What follows belongs to an exercise in optimizing a design on an open flow for a short achievable clock period and few clock cycles; a production flow would make more cautious choices.
The RTL was checked by simulation tests, not by an equivalence proof against the original design.
No activity file was given, so power comes from the tool's default toggle rates.

==> design/flow/design.v <==
`default_nettype none
package backend_pkg;
    localparam int unsigned xlen = 32;
    typedef logic [xlen-1:0] word_t;
    typedef logic [4:0]      reg_idx_t;
    typedef enum logic [6:0] {
        op_reg    = 7'b0110011,
        op_imm    = 7'b0010011,
        op_load   = 7'b0000011,
        op_store  = 7'b0100011,
        op_branch = 7'b1100011,
        op_jal    = 7'b1101111,
        op_jalr   = 7'b1100111,
        op_lui    = 7'b0110111,
        op_auipc  = 7'b0010111
    } opcode_e;
    typedef enum logic [3:0] {
        alu_add,
        alu_sub,
        alu_sll,
        alu_slt,
        alu_sltu,
        alu_xor,
        alu_srl,
        alu_sra,
        alu_or,
        alu_and
    } alu_op_e;
    typedef enum logic [2:0] {
        mem_byte   = 3'b000,
        mem_half   = 3'b001,
        mem_word   = 3'b010,
        mem_byte_u = 3'b100,
        mem_half_u = 3'b101
    } mem_size_e;
    typedef enum logic [1:0] {
        fwd_reg,
        fwd_mem,
        fwd_wb
    } fwd_sel_e;
endpackage
`default_nettype wire
`default_nettype none
module backend #(
    parameter logic [31:0] reset_pc = '0
) (
    input  logic        clk,
    input  logic        rst_n,
    input  logic        instruction_valid,
    input  logic [31:0] pc_in,
    input  logic [31:0] instruction,
    output logic [31:0] mem_address,
    output logic [31:0] mem_write_data,
    output logic [3:0]  mem_byte_enable,
    output logic        mem_write,
    output logic        mem_read,
    input  logic [31:0] mem_read_data,
    input  logic        mem_busy,
    output logic        stall,
    output logic        redirect,
    output logic [31:0] redirect_pc
);
    localparam logic [6:0] OP_REG    = 7'b0110011;
    localparam logic [6:0] OP_IMM    = 7'b0010011;
    localparam logic [6:0] OP_LOAD   = 7'b0000011;
    localparam logic [6:0] OP_STORE  = 7'b0100011;
    localparam logic [6:0] OP_BRANCH = 7'b1100011;
    localparam logic [6:0] OP_JAL    = 7'b1101111;
    localparam logic [6:0] OP_JALR   = 7'b1100111;
    localparam logic [6:0] OP_LUI    = 7'b0110111;
    localparam logic [6:0] OP_AUIPC  = 7'b0010111;
    localparam int R_ADD  = 0;
    localparam int R_SLT  = 1;
    localparam int R_SLTU = 2;
    localparam int R_XOR  = 3;
    localparam int R_OR   = 4;
    localparam int R_AND  = 5;
    localparam int R_SLL  = 6;
    localparam int R_SR   = 7;
    localparam int R_LINK = 8;
    localparam int NR     = 9;
    function automatic logic [18:0] inc19(logic [18:0] x);
        for (int i = 0; i < 19; i++) inc19[i] = x[i] ^ ((x & ((19'd1 << i) - 19'd1)) == ((19'd1 << i) - 19'd1));
    endfunction
    function automatic logic [18:0] dec19(logic [18:0] x);
        for (int i = 0; i < 19; i++) dec19[i] = x[i] ^ ((x & ((19'd1 << i) - 19'd1)) == 19'd0);
    endfunction
    function automatic logic [19:0] inc20(logic [19:0] x);
        for (int i = 0; i < 20; i++) inc20[i] = x[i] ^ ((x & ((20'd1 << i) - 20'd1)) == ((20'd1 << i) - 20'd1));
    endfunction
    function automatic logic [19:0] dec20(logic [19:0] x);
        for (int i = 0; i < 20; i++) dec20[i] = x[i] ^ ((x & ((20'd1 << i) - 20'd1)) == 20'd0);
    endfunction
    function automatic logic [10:0] inc11(logic [10:0] x);
        for (int i = 0; i < 11; i++) inc11[i] = x[i] ^ ((x & ((11'd1 << i) - 11'd1)) == ((11'd1 << i) - 11'd1));
    endfunction
    function automatic logic [10:0] dec11(logic [10:0] x);
        for (int i = 0; i < 11; i++) dec11[i] = x[i] ^ ((x & ((11'd1 << i) - 11'd1)) == 11'd0);
    endfunction
    function automatic logic [31:0] target_b(logic [31:0] pc, logic [31:0] ins,
                                             logic [18:0] pc_inc, logic [18:0] pc_dec);
        logic [13:0] lo;
        logic [18:0] hi;
        lo = {1'b0, pc[12:0]} + {1'b0, ins[31], ins[7], ins[30:25], ins[11:8], 1'b0};
        if (lo[13] == ins[31])
            hi = pc[31:13];
        else if (lo[13])
            hi = pc_inc;
        else
            hi = pc_dec;
        target_b = {hi, lo[12:0]};
    endfunction
    function automatic logic [31:0] target_j(logic [31:0] pc, logic [31:0] ins,
                                             logic [10:0] pc_inc, logic [10:0] pc_dec);
        logic [21:0] lo;
        logic [10:0] hi;
        lo = {1'b0, pc[20:0]} + {1'b0, ins[31], ins[19:12], ins[20], ins[30:21], 1'b0};
        if (lo[21] == ins[31])
            hi = pc[31:21];
        else if (lo[21])
            hi = pc_inc;
        else
            hi = pc_dec;
        target_j = {hi, lo[20:0]};
    endfunction
    logic        stall_r, redirect_r;
    logic [31:0] redirect_pc_r;
    localparam int QN = 3;            
    logic          qv    [QN];
    logic [31:0]   qpc   [QN];
    logic [31:0]   qins  [QN];
    logic          qpred [QN];
    logic          qbtb  [QN];        
    logic [31:0]   qtgt  [QN];        
    logic          q0_v, q0_pred, q0_btb;
    logic [31:0]   q0_pc, q0_ins, q0_tgt;
    logic          qt_btb;            
    assign q0_v    = qv[0];
    assign q0_pc   = qpc[0];
    assign q0_ins  = qins[0];
    assign q0_pred = qpred[0];
    assign q0_btb  = qbtb[0];
    assign q0_tgt  = qtgt[0];
    logic        bt_v, bt_pend;
    logic [31:0] bt_key, bt_jpc, bt_tgt, bt_ins;
    logic        e_v;             
    logic        e_wr;            
    logic [4:0]  e_rd;
    logic        e_load, e_store, e_jalr;
    logic        e_may_fire;      
    logic        e_k_always, e_k_eq, e_k_ne, e_k_lt, e_k_ge, e_k_ltu, e_k_geu;
    logic        e_k_jv;          
    logic        e_kill;
    logic        ev, ewr, eload, estore, emay;
    logic [2:0]  e_f3;
    logic        e_sub, e_sra;
    logic [NR-1:0] e_rsel;
    logic [31:0] e_a, e_b, e_s;   
    logic [31:0] e_pc4, e_cand;    
    logic        m_wr, m_load, m_store;
    logic [4:0]  m_rd;
    logic [2:0]  m_f3;
    logic [31:0] m_res, m_wdata;
    logic [3:0]  m_be;
    logic        w_wr;
    logic [4:0]  w_rd;
    logic [31:0] w_data;
    logic [31:0] x_res;    
    logic [31:0] x_sum;    
    logic [31:0] x_other;  
    logic [31:0] m_wbv;    
    logic [31:0] regs [1:31];
    assign stall           = stall_r;
    assign redirect        = redirect_r;
    assign redirect_pc     = redirect_pc_r;
    assign mem_address     = m_res;
    assign mem_read        = m_load;
    assign mem_write       = m_store;
    assign mem_write_data  = m_wdata;
    assign mem_byte_enable = m_be;
    logic m_block;      
    logic e_skip;       
    logic freeze;       
    logic load_use;     
    logic d_go;         
    logic e_fire;       
    logic accept;       
    logic d_fuse;       
    logic d_fire;       
    assign m_block = mem_busy && (m_load || m_store);
    assign e_skip  = !eload && !estore && !(ewr && m_load && (e_rd == m_rd));
    assign freeze  = m_block && !e_skip;
    logic [6:0]  in_op;
    logic        in_jal, in_jump, in_pred, in_jalr_p;
    logic [31:0] in_target;
    logic        push, push_pred, bt_take;
    logic        bt_match, bt_hit, d_may_fire;
    assign in_op   = instruction[6:0];
    assign accept  = instruction_valid && !stall_r && !redirect_r;
    assign in_jal  = (in_op == OP_JAL);
    logic        au_v;
    logic [4:0]  au_rd;
    logic [31:0] au_val;
    logic [31:0] in_jalr_tgt;
    assign in_jalr_p = au_v && (in_op == OP_JALR) && (instruction[19:15] == au_rd);
    assign in_jump   = in_jal || ((in_op == OP_BRANCH) && instruction[31]) || in_jalr_p;
    assign in_pred = !emay && !d_fuse && in_jump;
    logic [31:0] fe_pc, fe_pc_next;
    logic [18:0] fe_inc13, fe_dec13;
    logic [10:0] fe_inc21, fe_dec21;
    assign fe_pc_next = redirect_r ? redirect_pc_r
                                   : ((instruction_valid && !stall_r) ? fe_pc + 32'd4 : fe_pc);
    always_ff @(posedge clk or negedge rst_n) begin
        if (!rst_n) begin
            fe_pc    <= reset_pc;
            fe_inc13 <= inc19(reset_pc[31:13]);
            fe_dec13 <= dec19(reset_pc[31:13]);
            fe_inc21 <= inc11(reset_pc[31:21]);
            fe_dec21 <= dec11(reset_pc[31:21]);
        end else begin
            fe_pc    <= fe_pc_next;
            fe_inc13 <= inc19(fe_pc_next[31:13]);
            fe_dec13 <= dec19(fe_pc_next[31:13]);
            fe_inc21 <= inc11(fe_pc_next[31:21]);
            fe_dec21 <= dec11(fe_pc_next[31:21]);
        end
    end
    always_comb begin
        logic [12:0] lo;
        logic [19:0] hi;
        lo = {1'b0, au_val[11:0]} + {1'b0, instruction[31:20]};
        if (lo[12] == instruction[31])
            hi = au_val[31:12];
        else if (lo[12])
            hi = inc20(au_val[31:12]);
        else
            hi = dec20(au_val[31:12]);
        in_jalr_tgt = {hi, lo[11:1], 1'b0};
    end
    assign in_target = !in_op[2] ? target_b(pc_in, instruction, fe_inc13, fe_dec13)
                     : (in_op[3] ? target_j(pc_in, instruction, fe_inc21, fe_dec21) : in_jalr_tgt);
    always_ff @(posedge clk or negedge rst_n) begin
        if (!rst_n)
            au_v <= 1'b0;
        else if (push)
            au_v <= accept && (in_op == OP_AUIPC) && (instruction[11:7] != 5'd0);
        else if (redirect_r)
            au_v <= 1'b0;
    end
    always_ff @(posedge clk) begin
        if (push) begin
            au_rd  <= instruction[11:7];
            au_val <= {pc_in[31:12] + instruction[31:12], pc_in[11:0]};
        end
    end
    assign bt_take   = bt_pend && instruction_valid && !stall_r;
    assign push      = accept || bt_take;
    assign push_pred = bt_pend || in_pred;
    logic pop, full_next;
    logic qa [QN];                    
    assign pop = q0_v && d_go;
    always_comb begin
        for (int i = 0; i < QN; i++)
            qa[i] = pop ? ((i + 1 < QN) ? qv[(i + 1) % QN] : 1'b0) : qv[i];
        qt_btb = 1'b0;
        for (int i = 1; i < QN; i++)
            qt_btb = qt_btb || (qv[i] && qbtb[i]);
    end
    assign full_next = qa[QN-1] || (qa[QN-2] && push);
    assign bt_match = bt_v && (pc_in == bt_key);
    assign bt_hit   = accept && bt_match && !in_jump && !emay && !d_may_fire
                      && !qa[QN-2];
    always_ff @(posedge clk or negedge rst_n) begin
        if (!rst_n) begin
            for (int i = 0; i < QN; i++) qv[i] <= 1'b0;
            stall_r    <= 1'b0;
            redirect_r <= 1'b0;
            bt_pend    <= 1'b0;
        end else begin
            if (e_fire || d_fire) begin
                for (int i = 0; i < QN; i++) qv[i] <= 1'b0;
            end else begin
                for (int i = 0; i < QN; i++)
                    qv[i] <= qa[i] || (push && ((i == 0) || qa[(i + QN - 1) % QN]));
            end
            stall_r    <= !e_fire && !d_fire && full_next;
            redirect_r <= e_fire || d_fire || (accept && in_pred) || bt_hit || (bt_pend && !bt_take);
            bt_pend    <= bt_hit;
        end
    end
    always_ff @(posedge clk) begin
        for (int i = 0; i < QN; i++) begin
            if (pop && (i + 1 < QN) && qv[(i + 1) % QN]) begin
                qpc[i]   <= qpc[(i + 1) % QN];
                qins[i]  <= qins[(i + 1) % QN];
                qpred[i] <= qpred[(i + 1) % QN];
                qbtb[i]  <= qbtb[(i + 1) % QN];
                qtgt[i]  <= qtgt[(i + 1) % QN];
            end else if (!qa[i]) begin
                qpc[i]   <= pc_in;
                qins[i]  <= instruction;
                qpred[i] <= push_pred;
                qbtb[i]  <= bt_pend;
                qtgt[i]  <= in_target;
            end
        end
    end
    logic [6:0]  d_op;
    logic [2:0]  d_f3;
    logic [4:0]  d_rs1, d_rs2, d_rd;
    logic [31:0] d_imm_i, d_imm_s, d_imm_b, d_imm_u, d_imm_j;
    logic        d_use1, d_use2, d_wr, d_load, d_store, d_branch, d_jal, d_jalr;
    logic        d_a_pc, d_a_zero, d_b_imm, d_sub, d_sra;
    logic [31:0] d_imm;
    logic [NR-1:0] d_rsel;
    logic [31:0] d_rv1, d_rv2;
    assign d_op    = q0_ins[6:0];
    assign d_f3    = q0_ins[14:12];
    assign d_rs1   = q0_ins[19:15];
    assign d_rs2   = q0_ins[24:20];
    assign d_rd    = q0_ins[11:7];
    assign d_imm_i = {{20{q0_ins[31]}}, q0_ins[31:20]};
    assign d_imm_s = {{20{q0_ins[31]}}, q0_ins[31:25], q0_ins[11:7]};
    assign d_imm_b = {{20{q0_ins[31]}}, q0_ins[7], q0_ins[30:25], q0_ins[11:8], 1'b0};
    assign d_imm_u = {q0_ins[31:12], 12'b0};
    assign d_imm_j = {{12{q0_ins[31]}}, q0_ins[19:12], q0_ins[20], q0_ins[30:21], 1'b0};
    function automatic logic [NR-1:0] rsel_of(logic [2:0] f3);
        rsel_of = '0;
        case (f3)
            3'b000:  rsel_of[R_ADD]  = 1'b1;
            3'b001:  rsel_of[R_SLL]  = 1'b1;
            3'b010:  rsel_of[R_SLT]  = 1'b1;
            3'b011:  rsel_of[R_SLTU] = 1'b1;
            3'b100:  rsel_of[R_XOR]  = 1'b1;
            3'b101:  rsel_of[R_SR]   = 1'b1;
            3'b110:  rsel_of[R_OR]   = 1'b1;
            default: rsel_of[R_AND]  = 1'b1;
        endcase
    endfunction
    always_comb begin
        d_use1   = 1'b0;
        d_use2   = 1'b0;
        d_wr     = 1'b0;
        d_load   = 1'b0;
        d_store  = 1'b0;
        d_branch = 1'b0;
        d_jal    = 1'b0;
        d_jalr   = 1'b0;
        d_a_pc   = 1'b0;
        d_a_zero = 1'b0;
        d_b_imm  = 1'b1;
        d_sub    = 1'b0;
        d_sra    = 1'b0;
        d_imm    = d_imm_i;
        d_rsel   = '0;
        d_rsel[R_ADD] = 1'b1;
        case (d_op)
            OP_REG: begin
                d_use1  = 1'b1;
                d_use2  = 1'b1;
                d_wr    = 1'b1;
                d_b_imm = 1'b0;
                d_rsel  = rsel_of(d_f3);
                d_sub   = q0_ins[30] && (d_f3 == 3'b000);
                d_sra   = q0_ins[30];
            end
            OP_IMM: begin
                d_use1 = 1'b1;
                d_wr   = 1'b1;
                d_rsel = rsel_of(d_f3);
                d_sra  = q0_ins[30];
            end
            OP_LOAD: begin
                d_use1 = 1'b1;
                d_wr   = 1'b1;
                d_load = 1'b1;
            end
            OP_STORE: begin
                d_use1  = 1'b1;
                d_use2  = 1'b1;
                d_store = 1'b1;
                d_imm   = d_imm_s;
            end
            OP_BRANCH: begin
                d_use1   = 1'b1;
                d_use2   = 1'b1;
                d_branch = 1'b1;
                d_b_imm  = 1'b0;
                d_imm    = d_imm_b;
            end
            OP_JAL: begin
                d_wr   = 1'b1;
                d_jal  = 1'b1;
                d_imm  = d_imm_j;
                d_rsel = '0;
                d_rsel[R_LINK] = 1'b1;
            end
            OP_JALR: begin
                d_use1 = 1'b1;
                d_wr   = 1'b1;
                d_jalr = 1'b1;
                d_rsel = '0;
                d_rsel[R_LINK] = 1'b1;
            end
            OP_LUI: begin
                d_wr     = 1'b1;
                d_a_zero = 1'b1;
                d_imm    = d_imm_u;
            end
            OP_AUIPC: begin
                d_wr   = 1'b1;
                d_a_pc = 1'b1;
                d_imm  = d_imm_u;
            end
            default: ;
        endcase
        if (d_rd == 5'd0) d_wr = 1'b0;
        if (d_rs1 == 5'd0) d_use1 = 1'b0;
        if (d_rs2 == 5'd0) d_use2 = 1'b0;
    end
    function automatic logic [31:0] rf_read(logic [4:0] idx);
        if (idx == 5'd0)
            rf_read = '0;
        else if (w_wr && (w_rd == idx))
            rf_read = w_data;
        else
            rf_read = regs[idx];
    endfunction
    assign d_rv1 = rf_read(d_rs1);
    assign d_rv2 = rf_read(d_rs2);
    logic d_fa_m, d_fa_w, d_fb_m, d_fb_w;
    assign d_fa_m = d_use1 && ewr && (e_rd == d_rs1);
    assign d_fa_w = d_use1 && m_wr && (m_rd == d_rs1) && !d_fa_m;
    assign d_fb_m = d_use2 && ewr && (e_rd == d_rs2);
    assign d_fb_w = d_use2 && m_wr && (m_rd == d_rs2) && !d_fb_m;
    assign load_use = q0_v && eload && ((d_fa_m) || (d_fb_m));
    logic d_wait;
    assign d_wait   = load_use || (m_block && (d_fa_w || d_fb_w));
    assign d_go     = !freeze && !d_wait;
    assign d_may_fire = q0_v && (d_branch || d_jal || d_jalr || q0_btb);
    logic d_bad, bt_alloc;
    assign d_bad    = q0_btb && (q0_ins != bt_ins);
    assign bt_alloc = q0_v && q0_pred && !q0_btb && (d_jal || d_branch)
                      && !bt_pend && !qt_btb;
    always_ff @(posedge clk or negedge rst_n) begin
        if (!rst_n)
            bt_v <= 1'b0;
        else if (bt_alloc)
            bt_v <= 1'b1;
        else if (q0_v && d_go && d_bad)
            bt_v <= 1'b0;
    end
    always_ff @(posedge clk) begin
        if (bt_alloc) begin
            bt_key <= q0_pc - 32'd4;
            bt_jpc <= q0_pc;
            bt_tgt <= q0_tgt;
            bt_ins <= q0_ins;
        end
    end
    logic d_k_always, d_k_eq, d_k_ne, d_k_lt, d_k_ge, d_k_ltu, d_k_geu;
    always_comb begin
        d_k_always = (d_jalr || d_jal) && !q0_pred;
        d_k_eq  = 1'b0;
        d_k_ne  = 1'b0;
        d_k_lt  = 1'b0;
        d_k_ge  = 1'b0;
        d_k_ltu = 1'b0;
        d_k_geu = 1'b0;
        if (d_branch) begin
            case (d_f3)
                3'b000: if (q0_pred) d_k_ne  = 1'b1; else d_k_eq  = 1'b1;
                3'b001: if (q0_pred) d_k_eq  = 1'b1; else d_k_ne  = 1'b1;
                3'b100: if (q0_pred) d_k_ge  = 1'b1; else d_k_lt  = 1'b1;
                3'b101: if (q0_pred) d_k_lt  = 1'b1; else d_k_ge  = 1'b1;
                3'b110: if (q0_pred) d_k_geu = 1'b1; else d_k_ltu = 1'b1;
                3'b111: if (q0_pred) d_k_ltu = 1'b1; else d_k_geu = 1'b1;
                default: d_k_always = q0_pred;
            endcase
        end
    end
    always_ff @(posedge clk or negedge rst_n) begin
        if (!rst_n) begin
            e_v        <= 1'b0;
            e_wr       <= 1'b0;
            e_load     <= 1'b0;
            e_store    <= 1'b0;
            e_jalr     <= 1'b0;
            e_may_fire <= 1'b0;
            e_k_always <= 1'b0;
            e_k_jv     <= 1'b0;
            e_k_eq     <= 1'b0;
            e_k_ne     <= 1'b0;
            e_k_lt     <= 1'b0;
            e_k_ge     <= 1'b0;
            e_k_ltu    <= 1'b0;
            e_k_geu    <= 1'b0;
        end else if (!freeze) begin
            if (!q0_v || d_wait) begin
                e_v        <= 1'b0;
                e_wr       <= 1'b0;
                e_load     <= 1'b0;
                e_store    <= 1'b0;
                e_jalr     <= 1'b0;
                e_may_fire <= 1'b0;
                e_k_always <= 1'b0;
                e_k_jv     <= 1'b0;
                e_k_eq     <= 1'b0;
                e_k_ne     <= 1'b0;
                e_k_lt     <= 1'b0;
                e_k_ge     <= 1'b0;
                e_k_ltu    <= 1'b0;
                e_k_geu    <= 1'b0;
            end else if (d_bad) begin
                e_v        <= 1'b1;
                e_wr       <= 1'b0;
                e_load     <= 1'b0;
                e_store    <= 1'b0;
                e_jalr     <= 1'b0;
                e_may_fire <= 1'b1;
                e_k_always <= 1'b1;
                e_k_jv     <= 1'b0;
                e_k_eq     <= 1'b0;
                e_k_ne     <= 1'b0;
                e_k_lt     <= 1'b0;
                e_k_ge     <= 1'b0;
                e_k_ltu    <= 1'b0;
                e_k_geu    <= 1'b0;
            end else begin
                e_v        <= 1'b1;
                e_wr       <= d_wr;
                e_load     <= d_load;
                e_store    <= d_store;
                e_jalr     <= d_jalr;
                e_may_fire <= (d_branch && !d_fuse) || d_jalr || (d_jal && !q0_pred);
                e_k_always <= d_k_always;
                e_k_jv     <= d_jalr && q0_pred;
                e_k_eq     <= d_k_eq && !d_fuse;
                e_k_ne     <= d_k_ne && !d_fuse;
                e_k_lt     <= d_k_lt;
                e_k_ge     <= d_k_ge;
                e_k_ltu    <= d_k_ltu;
                e_k_geu    <= d_k_geu;
            end
        end
    end
    always_ff @(posedge clk) begin
        if (d_go) begin
            e_rd     <= d_rd;
            e_f3     <= d_f3;
            e_sub    <= d_sub;
            e_sra    <= d_sra;
            e_rsel   <= d_rsel;
            e_a      <= (d_fa_m && e_rsel[R_ADD]) ? x_sum
                        : (d_fa_m ? x_other
                                  : (d_fa_w ? m_wbv : (d_a_pc ? q0_pc : (d_a_zero ? 32'd0 : d_rv1))));
            e_b      <= (d_fb_m && !d_b_imm && e_rsel[R_ADD]) ? (x_sum ^ {32{d_sub}})
                        : (((d_fb_m && !d_b_imm) ? x_other
                                                 : (d_b_imm ? d_imm : (d_fb_w ? m_wbv : d_rv2))) ^ {32{d_sub}});
            e_s      <= (d_fb_m && e_rsel[R_ADD]) ? x_sum
                        : (d_fb_m ? x_other : (d_fb_w ? m_wbv : d_rv2));
            e_pc4    <= q0_pc + 32'd4;
            e_cand   <= d_bad ? q0_pc : ((d_branch && q0_pred) ? q0_pc + 32'd4 : q0_tgt);
        end
    end
    logic [31:0] x_a, x_b, x_s;
    logic        x_lt, x_ltu, x_eq;
    logic [31:0] x_sll, x_sr;
    logic [NR-1:0] x_rsel;
    assign x_a = e_a;
    assign x_b = e_b;
    assign x_s = e_s;
    assign x_sum = x_a + x_b + {31'd0, e_sub};
    assign x_ltu = x_a < x_b;
    assign x_lt  = (x_a[31] ^ x_b[31]) ? x_a[31] : x_ltu;
    assign x_eq  = (x_a == x_b);
    assign x_sll = x_a << x_b[4:0];
    assign x_sr  = 32'($signed({e_sra && x_a[31], x_a}) >>> x_b[4:0]);
    assign x_res = e_rsel[R_ADD] ? x_sum : x_other;
    always_comb begin
        x_other = ({32{e_rsel[R_SLT]}}  & {31'd0, x_lt})
              | ({32{e_rsel[R_SLTU]}} & {31'd0, x_ltu})
              | ({32{e_rsel[R_XOR]}}  & (x_a ^ x_b))
              | ({32{e_rsel[R_OR]}}   & (x_a | x_b))
              | ({32{e_rsel[R_AND]}}  & (x_a & x_b))
              | ({32{e_rsel[R_SLL]}}  & x_sll)
              | ({32{e_rsel[R_SR]}}   & x_sr)
              | ({32{e_rsel[R_LINK]}} & e_pc4);
    end
    logic [31:0] z_r;
    logic        x_zero;
    assign z_r    = x_a ^ x_b;
    assign x_zero = (z_r[0] == e_sub) && (z_r[31:1] == (x_a[30:0] | x_b[30:0]));
    assign d_fuse = q0_v && d_branch && (d_f3[2:1] == 2'b00) && (d_rs2 == 5'd0)
                    && d_fa_m && e_rsel[R_ADD] && !bt_pend;
    assign d_fire = d_fuse && d_go && ((d_f3[0] ? !x_zero : x_zero) != q0_pred);
    assign ev     = e_v && !e_kill;
    assign ewr    = e_wr && !e_kill;
    assign eload  = e_load && !e_kill;
    assign estore = e_store && !e_kill;
    assign emay   = e_may_fire && !e_kill;
    always_ff @(posedge clk or negedge rst_n) begin
        if (!rst_n)
            e_kill <= 1'b0;
        else if (!freeze)
            e_kill <= e_fire;
    end
    logic [31:0] t_r;
    logic        x_teq;
    assign t_r   = x_a ^ x_b ^ e_cand;
    assign x_teq = (t_r[1] == (x_a[0] && x_b[0]))
                   && (t_r[31:2] == ((x_a[30:1] & x_b[30:1]) | ((x_a[30:1] | x_b[30:1]) & t_r[30:1])));
    assign e_fire = !freeze && !e_kill && ((e_k_jv && !x_teq) || e_k_always
                                || (e_k_eq  && x_eq)  || (e_k_ne  && !x_eq)
                                || (e_k_lt  && x_lt)  || (e_k_ge  && !x_lt)
                                || (e_k_ltu && x_ltu) || (e_k_geu && !x_ltu));
    logic        rp_jalr, rp_in;
    logic [31:0] rp_other;
    assign rp_jalr = emay && e_jalr;
    assign rp_in   = !emay && !d_fuse && !bt_pend && !(bt_match && !in_jump);
    always_comb begin
        if (emay)
            rp_other = e_cand;
        else if (d_fuse)
            rp_other = q0_pred ? q0_pc + 32'd4 : q0_tgt;
        else if (bt_pend)
            rp_other = bt_jpc;
        else
            rp_other = bt_tgt;
    end
    always_ff @(posedge clk) begin
        redirect_pc_r <= rp_jalr ? {x_sum[31:1], 1'b0} : (rp_in ? in_target : rp_other);
    end
    logic [31:0] x_wdata;
    logic [3:0]  x_be;
    always_comb begin
        case (e_f3[1:0])
            2'b00: begin
                x_wdata = {4{x_s[7:0]}};
                x_be    = 4'b0001 << x_sum[1:0];
            end
            2'b01: begin
                x_wdata = {2{x_s[15:0]}};
                x_be    = x_sum[1] ? 4'b1100 : 4'b0011;
            end
            default: begin
                x_wdata = x_s;
                x_be    = 4'b1111;
            end
        endcase
    end
    always_ff @(posedge clk or negedge rst_n) begin
        if (!rst_n) begin
            m_wr    <= 1'b0;
            m_load  <= 1'b0;
            m_store <= 1'b0;
        end else if (!m_block) begin
            m_wr    <= ewr;
            m_load  <= eload;
            m_store <= estore;
        end
    end
    always_ff @(posedge clk) begin
        if (!m_block) begin
            m_rd    <= e_rd;
            m_f3    <= e_f3;
            m_res   <= x_res;
            m_wdata <= x_wdata;
            m_be    <= x_be;
        end
    end
    logic [31:0] m_shifted, m_ldata;
    assign m_shifted = mem_read_data >> {m_res[1:0], 3'b000};
    assign m_wbv = m_load ? m_ldata : m_res;
    always_comb begin
        case (m_f3)
            3'b000:  m_ldata = {{24{m_shifted[7]}}, m_shifted[7:0]};
            3'b100:  m_ldata = {24'd0, m_shifted[7:0]};
            3'b001:  m_ldata = {{16{m_shifted[15]}}, m_shifted[15:0]};
            3'b101:  m_ldata = {16'd0, m_shifted[15:0]};
            default: m_ldata = mem_read_data;
        endcase
    end
    always_ff @(posedge clk or negedge rst_n) begin
        if (!rst_n)
            w_wr <= 1'b0;
        else if (!m_block)
            w_wr <= m_wr;
        else
            w_wr <= e_skip && ewr;
    end
    always_ff @(posedge clk) begin
        if (!m_block) begin
            w_rd   <= m_rd;
            w_data <= m_wbv;
        end else begin
            w_rd   <= e_rd;
            w_data <= x_res;
        end
    end
    always_ff @(posedge clk) begin
        if (w_wr)
            regs[w_rd] <= w_data;
    end
endmodule
`default_nettype wire
==> design/flow/run.sh <==
#!/bin/bash
# synth_recipe.tcl (not shown) runs the flow's synth.tcl, then flattens the netlist and writes it again
# the make line also repeats each setting of config.mk as NAME=value (left out here)
make -C /OpenROAD-flow-scripts/flow DESIGN_CONFIG=/design/flow/config.mk WORK_HOME=/design/flow/orfs CLKGATE_MAP_FILE= SYNTH_SCRIPT=/design/flow/synth_recipe.tcl finish
==> design/flow/config.mk <==
export PLATFORM = sky130hd
export DESIGN_NAME = backend
export DESIGN_NICKNAME = backend
export VERILOG_FILES = /design/flow/design.v
export SDC_FILE = /design/flow/constraint.sdc
export NUM_CORES = 4
export LEC_CHECK = 0
export ABC_CLOCK_PERIOD_IN_PS = 3000
export CAP_MARGIN = 20
export CORE_MARGIN = 2
export CORE_UTILIZATION = 40
export SETUP_SLACK_MARGIN = 5
export SLEW_MARGIN = 20
export TNS_END_PERCENT = 100
==> design/flow/constraint.sdc <==
create_clock -name core_clock -period 8.5 [get_ports {clk}]
set_input_delay 1.7000 -clock core_clock [delete_from_list [all_inputs] [get_ports {clk}]]
set_output_delay 1.7000 -clock core_clock [all_outputs]
set_load 0.01 [all_outputs]
==> results.toml, run 1 <==
[grt]
grt_overflow_total = 0
antenna_found_initial = 20
grt_pass1_vias = 71366
grt.total_usage_pct = 30.6
grt_pass1_wl_um = 554000
grt_max_degree = 94

[sta]
slew_headroom_pct = 9.26
finalWorstSetupSlack_ns = 4.61
fmax_mhz = 257
hold_viol = 0
finalClockSkew_ns = 0.0954
rsz0062_at_grt = "yes"
setup_tns_ns = 0
setup_violations = 0
finalCriticalPeriod_ns = 3.89
worst_slew_pin_slew_ns = 1.36
period_share_pct = 45.8
report.final.slew_viol_count = 0

[synth]
ys_ff_latch = 1896
synth_compound_area_share_pct = 9.41
synthFlopType = "edfxtp_1"
yosys_warnings = 8
synth_xor_area_share_pct = 3.53
synth_cell_types = 107
async_flop_share_pct = 5.96
syn_inst = 7525
synth_nets = 7827
synth_area_um2 = 100000
synth_top_family_by_area = "multiplexers"
muxShareOfSynthArea_pct = 17.5
synth_edf_count = 1704
seq_area_frac_synth_pct = 55.5
synthSimpleGateAreaFrac_pct = 7.99
syn_avg_cell_area_um2 = 13.3
synthAdderAreaFrac_pct = 2.79

[clock_network]
tritoncts = "yes"
cts_hold_buf = 0
clk_latency_ns = 0.90
cts_made_buffers = 204
root_buffer = "clkbuf_16"
clockBufferDepth = 3
cts.sink_count = 1896
htree_levels = 4
clk_pin_slew_ns = 0.06

[drt]
wl_per_cell_um = 34.6
routed_wl_um = 405000
wl_met2_um = 184000
vias = 74600
viasPerCell = 6.37
drc = 0
drt-met1-wl_um = 148000
first_pass_iters = 6
drtIter0Drc = 10671
route.met3.wl_um = 43300
top_layer = "met5"
postRouteAntennaNets = 0

[pwr]
p_leak_nw = 44.1
ir_drop_mv = 0.254
power_density_nw_per_um2 = 396

[layout]
fin_nets = 8493
multi_input_area_um2 = 46800
final_cell_mix = "edfxtp_1 (1,704), nand2_1 (716), mux4_2 (596)"
final_util_pct = 50.0
layout-drive-gt1-share_pct = 32.2
fill_cells = 21091
seqCellArea_um2 = 55700
mostFrequentLayoutCell = "edfxtp_1"
area_delta_synth_final_pct = 24.4

[critical_path]
crit_path_cell_trace = "buf_12 > inv_8 > fa_2 > nor2b_4 > o31a_1 > o41a_1 > o211ai_1 > buf_4 > buf_8 > buf_6 > a21bo_4 > and3_4 > o31a_1 > a31oi_4 > a211oi_2 > a21oi_1"
rr_startpoint = "e_a[0]"
worstSetupPathType = "in -> reg"
cp_data_required_time_ns = 9.28
worst-endpoint-arrival_ns = 4.68
cp-end-kind = "register"
crit_path_start = "instruction[21]"
crit_family = "compound AO/OA/AOI/OAI gates"
cp-start-kind = "input pin"
critPathMaxFanout = 6
cpMaxStageDelayCell = "fa_2"
cpMostUsedCell = "o31a_1"
slowest_delay_ns = 0.41
path_buf_inv = 5

[floorplanning]
dieHeight_um = 504
floorplan.initialDensity_pct = 40.2
core-area_um2 = 249000
dieArea_um2 = 254000
rows = 183
io_pins = 204
die_x_um = 504

[place]
hpwl_um = 251000
port_buffers = 203
place_ws_ns = 1.95
gp_congestion = 0.997

[status]
outcome = "complete, no violations"

[min_path]
hp-start = "qpc[1][8]"
hp-class = "reg -> reg"

[flow_run]
max_cap_violations = 0
cells in the mapped netlist (173+ instances only):
cell type     n  area share, %
a211oi_1    200            1.5
a21oi_1     359            1.8
clkbuf_1    352            1.3
edfxtp_1   1704             51
inv_1       231           0.87
mux2i_1     249            2.5
mux4_2      596             13
nand2_1     741            2.8
nor2_1      512            1.9
o21ai_0     338            1.7
xnor2_1     231            2.0
xor2_1      173            1.5
stage by stage:
stage	total power [W]	std cells	area, um2	hold WS (ns)
2_1_floorplan	0.0254	7525	100000	0.400
3_3_place_gp	0.0340	10753	106000	0.459
3_5_place_dp	0.0341	10753	106000	0.465
4_1_cts	0.0466	11485	121000	0.455
5_1_grt	0.0505	11696	125000	0.472
6_report	0.0494	11707	125000	0.450
flip-flops by register name, summed over array words and instances, names as in the netlist, 9 cells and up, named ones only:
name and flops:
fe_dec21 11, e_pc4 32, bt_key 30, m_wdata 32
qpc 96, e_s 32, bt_tgt 32, e_b 32
e_cand 32, qtgt 96, fe_inc21 10, m_res 32
redirect_pc_r 32, au_val 32, w_data 32, regs 992
fe_dec13 19, e_a 32, bt_ins 32, qins 96
fe_inc13 18, e_rsel 9, bt_jpc 32, fe_pc 30
final cells by class:
cell class | count | share of cell area, %
Tap cell | 3330 | 3.35
Antenna cell | 12 | 0.0241
Timing Repair Buffer | 978 | 8.13
Inverter | 238 | 0.795
Multi-Input combinational cell | 4873 | 37.5
Clock inverter | 120 | 1.12
Clock buffer | 260 | 4.29
Sequential cell | 1896 | 44.7
worst register-to-register path, cell delays in order (launching register included):
cell and delay (ns):
edfxtp_1 0.47, fa_2 0.27, inv_2 0.04, fa_2 0.35, nand2b_4 0.16, a21o_4 0.22
a211o_4 0.36, buf_6 0.13, a211oi_4 0.26, o21ai_2 0.11, o21bai_1 0.17, a21oi_1 0.10
xnor2_1 0.15, buf_4 0.21, a21oi_4 0.09, a22oi_2 0.54
where the power goes:
| group | switching, W | internal, W | total (W) | leakage [nW] |
|---|---|---|---|---|
| Clock | 0.00394 | 0.00509 | 0.00902 | 3.25 |
| Sequential | 0.00209 | 0.0131 | 0.0152 | 18.3 |
| Combinational | 0.0149 | 0.0102 | 0.0252 | 22.6 |
| Total | 0.0210 | 0.0284 | 0.0494 | 44.1 |
routing by layer:
metal	global-route usage [%]	up-vias
met1	39.5	38152
met3	7.00	1123
met4	17.8	8
met5	0	-
li1	-	30421
met2	47.4	4896
path summary, 6_finish.rpt:
path / end / slack [ns] / depth (start not counted)
min reg2reg: qpc[0][8] / 0.45 / 2
max in group asynchronous: fe_pc[8] / 6.17 / 2
min in group asynchronous: fe_inc13[18] / 0.91 / 1
max reg2reg: e_s[24] / 4.64 / 15
max: redirect_pc_r[13] / 4.61 / 16
min: qpc[0][8] / 0.45 / 2
timing repair:
item,in CTS,in global routing
cloned,50,14
buffers inserted,302,196
endpoints found under the setup margin,1094,650
resized for setup,1241,454
pin swaps,220,225
logic make-up (layout without fill, tap and decap cells):
kind of cell / after synthesis / in the layout
DFF: 1896 / 1896
and+or+nand+nor: 1796 / 1810
AOI/OAI and AO/OA: 1458 / 1466
muxes: 991 / 991
buffers and inverters: 778 / 1596
xor gates and xnor gates: 404 / 404
adders and majority gates: 202 / 202
other: 0 / 12
Testbench counts, summed over its fixed seeds: cycles 8,149.
==> run 2, diff against run 1 <==
--- a/design/flow/design.v
+++ b/design/flow/design.v
@@ -201,5 +201,6 @@
     logic        au_v;
     logic [4:0]  au_rd;
-    logic [31:0] au_val;
+    logic [11:0] au_lo;
+    logic [19:0] au_hi, au_hip, au_him;    
     logic [31:0] in_jalr_tgt;
     assign in_jalr_p = au_v && (in_op == OP_JALR) && (instruction[19:15] == au_rd);
@@ -229,11 +230,11 @@
         logic [12:0] lo;
         logic [19:0] hi;
-        lo = {1'b0, au_val[11:0]} + {1'b0, instruction[31:20]};
+        lo = {1'b0, au_lo} + {1'b0, instruction[31:20]};
         if (lo[12] == instruction[31])
-            hi = au_val[31:12];
+            hi = au_hi;
         else if (lo[12])
-            hi = inc20(au_val[31:12]);
+            hi = au_hip;
         else
-            hi = dec20(au_val[31:12]);
+            hi = au_him;
         in_jalr_tgt = {hi, lo[11:1], 1'b0};
     end
@@ -251,5 +252,8 @@
         if (push) begin
             au_rd  <= instruction[11:7];
-            au_val <= {pc_in[31:12] + instruction[31:12], pc_in[11:0]};
+            au_lo  <= pc_in[11:0];
+            au_hi  <= pc_in[31:12] + instruction[31:12];
+            au_hip <= pc_in[31:12] + instruction[31:12] + 20'd1;
+            au_him <= pc_in[31:12] + instruction[31:12] - 20'd1;
         end
     end
==> results.toml, run 2 <==
[status]
outcome = "complete, no violations"

[clock_network]
cts_made_buffers = 206
htree_levels = 4
tritoncts = "yes"
clk_latency_ns = 0.94
clockBufferDepth = 3
clk_pin_slew_ns = 0.06
cts.sink_count = 1935
root_buffer = "clkbuf_16"

[grt]
grt_pass1_wl_um = 597000
grt_pass1_vias = 74657
grt_overflow_total = 0
antenna_found_initial = 26
grt_max_degree = 90
grt.total_usage_pct = 32.2

[drt]
viasPerCell = 6.45
first_pass_iters = 6
drc = 0
drtIter0Drc = 11335
wl_per_cell_um = 36.1
postRouteAntennaNets = 0
routed_wl_um = 435000
vias = 77874

[synth]
ys_ff_latch = 1935
synth_area_um2 = 103000
async_flop_share_pct = 5.84
synth_nets = 8153
yosys.area.top_type_share_pct = 50.6
synth.area.top_cells = "edfxtp_1 (51%), mux4_2 (13%), nand2_1 (3.2%), mux2i_1 (2.6%), xnor2_1 (2.0%)"
synth_cell_types = 125
synth_edf_count = 1743
synth_most_common_cell = "edfxtp_1"
syn_inst = 7849
synth_top_area_cell = "edfxtp_1"
synthFlopType = "edfxtp_1"
syn_avg_cell_area_um2 = 13.2
synthTopCellsByCount = "edfxtp_1 (1,743), nand2_1 (877), mux4_2 (608)"
yosys_warnings = 8
seq_area_frac_synth_pct = 54.9

[layout]
fill_cells = 21617
largest_reg_flops = 992
regMostFlops = "regs"
area_delta_synth_final_pct = 25.2
fin_nets = 8799
layout-drive-gt1-share_pct = 32.6
final_cell_mix = "edfxtp_1 (1,743), nand2_1 (837), mux4_2 (608)"
mostFrequentLayoutCell = "edfxtp_1"

[pwr]
totalPowerFinal_w = 0.0447
power_density_nw_per_um2 = 345
p_leak_nw = 46.2
ir_drop_mv = 0.250

[critical_path]
worstSetupPathType = "in -> reg"
cp_data_required_time_ns = 9.08
critPathMaxFanout = 6
cp-start-kind = "input pin"
cp-end-kind = "register"
rr_startpoint = "e_a[10]"
worst-endpoint-arrival_ns = 4.66
crit_path_start = "pc_in[1]"

[sta]
setup_violations = 0
report.final.slew_viol_count = 0
rsz0062_at_grt = "yes"
period_share_pct = 48.0
finalCriticalPeriod_ns = 4.08
worst_slew_pin_slew_ns = 1.19
hold_viol = 0
fmax_mhz = 245
setup_tns_ns = 0
finalClockSkew_ns = 0.121
slew_headroom_pct = 19.9

[place]
hpwl_um = 274000
gp_congestion = 1.03
port_buffers = 203

[floorplanning]
core-area_um2 = 257000
floorplan.initialDensity_pct = 40.3
rows = 186
dieHeight_um = 513
die_x_um = 513
io_pins = 204
dieArea_um2 = 263000

[flow_run]
max_cap_violations = 0

[min_path]
hp-start = "e_f3[2]"
hp-class = "reg -> reg"
[run 2: cell count changes in the layout (fill, tap and decap cells not counted), moves of 24 or more]
cell / previous run / this run
o211ai_1: 88 / 55
nand3_1: 93 / 129
edfxtp_1: 1704 / 1743
nand2_1: 716 / 837
o21ai_2: 50 / 24
a211o_1: 8 / 32
nor2_1: 443 / 403
o21ai_0: 241 / 291
dlygate4sd2_1: 96 / 66
buf_12: 68 / 101
[run 2: logic make-up (layout without fill, tap and decap cells)]
family,count (synthesis),in the layout,share of synthesized area [%]
AOI/OAI and AO/OA,1488,1490,9.61
xor gates and xnor gates,393,393,3.33
adders and majority gates,204,204,2.73
buffers and inverters,832,1643,3.39
DFF,1935,1935,54.9
muxes,1015,1015,17.3
other,0,12,0
and+or+nand+nor,1982,1995,8.71
[run 2: timing repair]
item / 4_1_cts / 5_1_grt
setup endpoints to repair: 1219 / 415
buffers inserted: 376 / 135
hold buffers: 0 / 0
cloned: 48 / 10
pin swaps: 219 / 206
resized for setup: 1154 / 378
[run 2: worst paths after layout]
kind                          endpoint  slack, ns  depth (start not counted)
max                        qtgt[0][15]       4.42                         16
min                            m_f3[2]       0.43                          0
max reg2reg                  m_res[27]       4.71                         14
min reg2reg                    m_f3[2]       0.43                          0
max in group asynchronous    fe_pc[13]       6.26                          2
min in group asynchronous  fe_inc21[9]       0.76                          1
[run 2: stage by stage]
stage               hold slack (ns)  area, um2  std cells  setup WS [ns]  utilization (%)
floorplan                     0.400     105000       7849           2.40                -
global placement              0.406     111000      11101           2.38             43.2
detailed placement            0.417     111000      11102           2.31             43.2
CTS                           0.431     126000      11914           4.55             49.2
global route                  0.450     129000      12062           4.39             50.4
finish                        0.428     130000      12071           4.42             50.4
[run 2: cell type report]
type	instances	area, um2	share of cell area (%)
sequential	1935	56900	44.0
timing repair inverter	3	26.3	0.0203
clock inverter	109	1310	1.01
inverter	262	1090	0.845
tap	3384	4230	3.27
antenna	12	30.0	0.0232
clock buffer	279	5710	4.41
multi-input combinational	5097	49500	38.2
timing repair buffer	990	10600	8.22
[run 2: where the power goes]
part	switching [W]	internal, W
registers	0.00192	0.0130
logic	0.0122	0.00828
clock network	0.00408	0.00528
total	0.0182	0.0265
[run 2: metal layers]
layer / vias up / GRT usage (%) / wire length (um)
met1: 39855 / 41.7 / 161000
met4: 16 / 20.6 / 33500
li1: 31608 / - / -
met2: 5194 / 48.6 / 194000
met3: 1201 / 7.65 / 47200
met5: - / 0 / 158
[run 2: critical path, cell delays in order]
cell and delay [ns]:
buf_12 0.09, buf_12 0.09, ha_4 0.13, inv_2 0.04, fa_2 0.35, nand2b_4 0.16
a211oi_4 0.30, o211ai_1 0.19, buf_4 0.19, a21o_4 0.29, buf_6 0.15, and3_4 0.14
a211oi_2 0.17, a311o_1 0.17, o211ai_1 0.19, mux2_4 0.32
Testbench counts of run 2, summed over its fixed seeds: cycles 8,149.

## afterwards: timing with drivers on the ports
In the flow no input, the clock included, has a driving cell. The finished layouts below were timed again as built, in two steps. Step 1: set_driving_cell puts a clkbuf_16 on clk and a buf_2 on each other input, an assumption about the parent block. Step 2 adds t to the input delays and takes it off the output delays; t is the mean of the earliest and latest rising clock arrival at the registers after step 1. Input paths then give back, and output paths get back, about the clock's delay inside the block. a / b / c = ideal / step 1 / step 2; a / b = the first two.
| run | t (ns) | setup slack, ns | latest minus earliest clock arrival (ns) | slew at the worst register clock pin (ns) |
|---|---|---|---|---|
| run 1 | 0.948 | 4.606 / 4.632 / 3.684 | 0.106 / 0.106 | 0.07 / 0.07 |
| run 2 | 0.978 | 4.420 / 4.441 / 3.464 | 0.125 / 0.125 | 0.07 / 0.07 |
After both steps every run listed still meets setup and hold. For run 2, which loses most, drivers alone change the setup slack by +0.021 ns; drivers and shift together by -0.956 ns.
